Context: an optimization exercise on an open-source flow, tuned for small area and a short achievable clock period. The choices shown serve that exercise and are no tape-out recipe. The RTL was checked by simulation tests, not by an equivalence proof against the original design.

## lane 1
==> flow/design.v (excerpt) <==
module float_accum_multi #(
  parameter int unsigned EXP_W    = 8,
  parameter int unsigned MAN_W    = 23,
  parameter int unsigned GUARD_W  = 8,
  parameter int unsigned STRIDE_W = 16,
  parameter int unsigned DELAY_W  = 7,
  localparam int unsigned DATA_W  = 1 + EXP_W + MAN_W
) (
  input  logic                clk,
  input  logic                rst_n,
  input  logic                run,
  input  logic                running,
  input  logic [STRIDE_W-1:0] strideMinusOne,
  input  logic [DELAY_W-1:0]  delay0,
  input  logic [1:0]          mode,
  input  logic [DATA_W-1:0]   in0,
  output logic [DATA_W-1:0]   out0,
  output logic                done
);
Size: about 5,600 cells after synthesis, about 94 I/O pins, about 0.047 mm² of cells after synthesis.
clock: 10.0 ns
lec_check: 0
cap_margin: 30
core_margin: 2
core_utilization: 35
place_density: 0.5
setup_slack_margin: 5
slew_margin: 20
tns_end_percent: 0
run.sh (not shown) runs the stock make flow with config.mk's settings and CLKGATE_MAP_FILE= SYNTH_SCRIPT=/design/flow/synth_recipe.tcl, a recipe that flattens the netlist after the stock synthesis.
[inputs] lane 2 vs lane 1
diff --git a/flow/design.v b/flow/design.v
--- a/flow/design.v
+++ b/flow/design.v
@@ -133,41 +133,35 @@
   end
   logic [54:0] x1;        
   logic        xs1;       
   logic [NBLK-1:0] lo1;   
   logic [NBLK-1:0] hi1;   
   logic [NBLK-1:0] fa1;   
   logic [NBLK-1:0] fb1;   
   logic [2:0]  fl1;       
   logic        mm1, min1, start1, v1, pst1;
   logic        ld1;       
-  logic        ld1b, ld1c;   
   logic        clr;       
   always_ff @(posedge clk) begin
     x1     <= (running & ~emax0) ? chunk0 : 55'd0;    
     xs1    <= running & s0 & ~emax0 & ~is_mm;
     for (int k = 0; k < NBLK; k++) begin
       lo1[k] <= (int'(eff0[7:5]) == k);
       hi1[k] <= (int'(eff0[7:5]) == k - 1);
       fa1[k] <= running & s0 & ~emax0 & ~is_mm & (int'(eff0[7:5]) != k) & (int'(eff0[7:5]) != k - 1);
       fb1[k] <= running & s0 & ~emax0 & ~is_mm & (int'(eff0[7:5]) != k);
     end
     fl1    <= {emax0 & |f0, emax0 & ~|f0 & ~s0, emax0 & ~|f0 & s0};
     mm1    <= is_mm;
     min1   <= is_min;
     start1 <= start;
   end
-  always_ff @(posedge clk) ld1b <= running & (start | (clr & ~v1));
-  always_ff @(posedge clk or negedge rst_n) begin
-    if (!rst_n) ld1c <= 1'b1;
-    else        ld1c <= running & (start | (clr & ~v1));
-  end
   always_ff @(posedge clk or negedge rst_n) begin
     if (!rst_n) begin
       v1   <= 1'b0;
       pst1 <= 1'b0;
       ld1  <= 1'b0;
     end else begin
       v1  <= running;
       ld1 <= running & (start | (clr & ~v1));
       if (running) pst1 <= start;
     end
@@ -182,22 +176,21 @@
   assign ldz   = ld1;
   assign cin   = xs1;
   always_comb begin
     for (int k = 0; k < NBLK; k++) begin
       for (int i = 0; i < 23; i++)
         addend[32*k + i] = (lo1[k] & x1[i]) | (hi1[k] & x1[32 + i]) | fa1[k];
       for (int i = 23; i < 32; i++)
         addend[32*k + i] = (lo1[k] & x1[i]) | fb1[k];
     end
   end
-  assign acc_in = {ld1c ? 96'd0 : acc[287:192], ld1b ? 96'd0 : acc[191:96],
-                    ldz ? 96'd0 : acc[95:0]};
+  assign acc_in = ldz ? '0 : acc;
   always_comb begin
     logic [ACC_W-1:0] g, p, c;
     g = acc_in & addend;
     p = acc_in ^ addend;
     g[0] = cin;
     for (int l = 0; l < 9; l++)
       for (int i = (2 << l) - 1; i < ACC_W; i += (2 << l)) begin
         g[i] = g[i] | (p[i] & g[i - (1 << l)]);
         p[i] = p[i] & p[i - (1 << l)];
       end
@@ -223,56 +216,43 @@
       clr <= 1'b1;
       flg <= '0;
       wmm <= 1'b0;
     end else if (v1) begin
       clr <= 1'b0;
       wmm <= mm1;
       flg <= start1 ? fl1 : (flg | fl1);
     end
   end
   logic            sg;
-  logic [NBLK-1:0] bor, nzp, nzn, ohp, ohn, oh;
+  logic [NBLK-1:0] bor, nz, oh;
   logic [7:0]      gn [NBLK];   
-  logic [7:0]      go [NBLK];   
-  logic [7:0]      gz [NBLK];   
   logic [7:0]      g8, gl;      
   logic [63:0]     win;
   logic [31:0]     top, above;
   logic [3:0]      tg;
   logic [4:0]      fine;
   logic [3:0]      bidx;
   logic            los, wst;
   logic [55:0]     w8;
   assign sg = acc[ACC_W-1];
   always_comb begin
     for (int k = 0; k < NBLK; k++) begin
-      for (int g = 0; g < 8; g++) begin
-        go[k][g] = |acc[32*k + 4*g +: 4];
-        gz[k][g] = ~&acc[32*k + 4*g +: 4];
-        gn[k][g] = sg ? gz[k][g] : go[k][g];
-      end
-      bor[k] = |go[k];
-      nzp[k] = bor[k];
-      nzn[k] = |gz[k];
+      for (int g = 0; g < 8; g++)
+        gn[k][g] = sg ? ~&acc[32*k + 4*g +: 4] : |acc[32*k + 4*g +: 4];
+      bor[k] = |acc[32*k +: 32];
     end
     gn[0][6] = 1'b1;
-    nzp[0]   = 1'b1;
-    nzn[0]   = 1'b1;
+    for (int k = 0; k < NBLK; k++) nz[k] = |gn[k];
     for (int k = 0; k < NBLK; k++) begin
-      ohp[k] = nzp[k];
-      ohn[k] = nzn[k];
-      for (int j = k + 1; j < NBLK; j++) begin
-        if (nzp[j]) ohp[k] = 1'b0;
-        if (nzn[j]) ohn[k] = 1'b0;
-      end
+      oh[k] = nz[k];
+      for (int j = k + 1; j < NBLK; j++) if (nz[j]) oh[k] = 1'b0;
     end
-    oh = sg ? ohn : ohp;
     win  = '0;
     g8   = '0;
     bidx = '0;
     los  = 1'b0;
     for (int k = 0; k < NBLK; k++) begin
       if (oh[k]) begin
         win[63:32] = acc[32*k +: 32];
         if (k > 0) win[31:0] = acc[32*(k-1) +: 32];
         g8   = gn[k];
         bidx = 4'(k);
--- outcome ---
When lane 2 is measured against lane 1, its count of cells along the worst hold path turns out 1 higher. Measured against each other, lane 1 and lane 2 differ in worst setup slack, the higher figure coming from lane 2. [lane 2 vs lane 1] fraction of the cycle the final worst path needs: lower in lane 2. Taking lane 1 as the reference, in lane 2 detailed-routing wirelength on met1 higher, wire length higher. Measured against each other, lane 1 and lane 2 differ in wire length of the first global-routing pass, the higher figure coming from lane 2.

[re-timing with driven ports]
No port has a modelled driver above. Below, the same layouts with a new extraction and two added sets of constraints.
Step 1: set_driving_cell puts a clkbuf_16 on clk and a buf_2 on each other input, an assumption about the parent block.
Step 2 adds t to the input delays and takes it off the output delays; t is the mean of the earliest and latest rising clock arrival at the registers after step 1. Input paths then give back, and output paths get back, about the clock's delay inside the block.
a / b / c = ideal / step 1 / step 2; a / b = the first two.
run	t, ns	setup WS [ns]	worst setup path at the end	slew at the worst register clock pin (ns)
lane 1	0.766	4.438 / 4.438 / 4.438	register to register	0.07 / 0.07
lane 2	0.772	4.622 / 4.622 / 4.146	input to register	0.08 / 0.08
After both steps every run listed still meets setup and hold. For lane 2, which loses most, drivers alone change the setup slack by 0.000 ns; drivers and shift together by -0.476 ns.
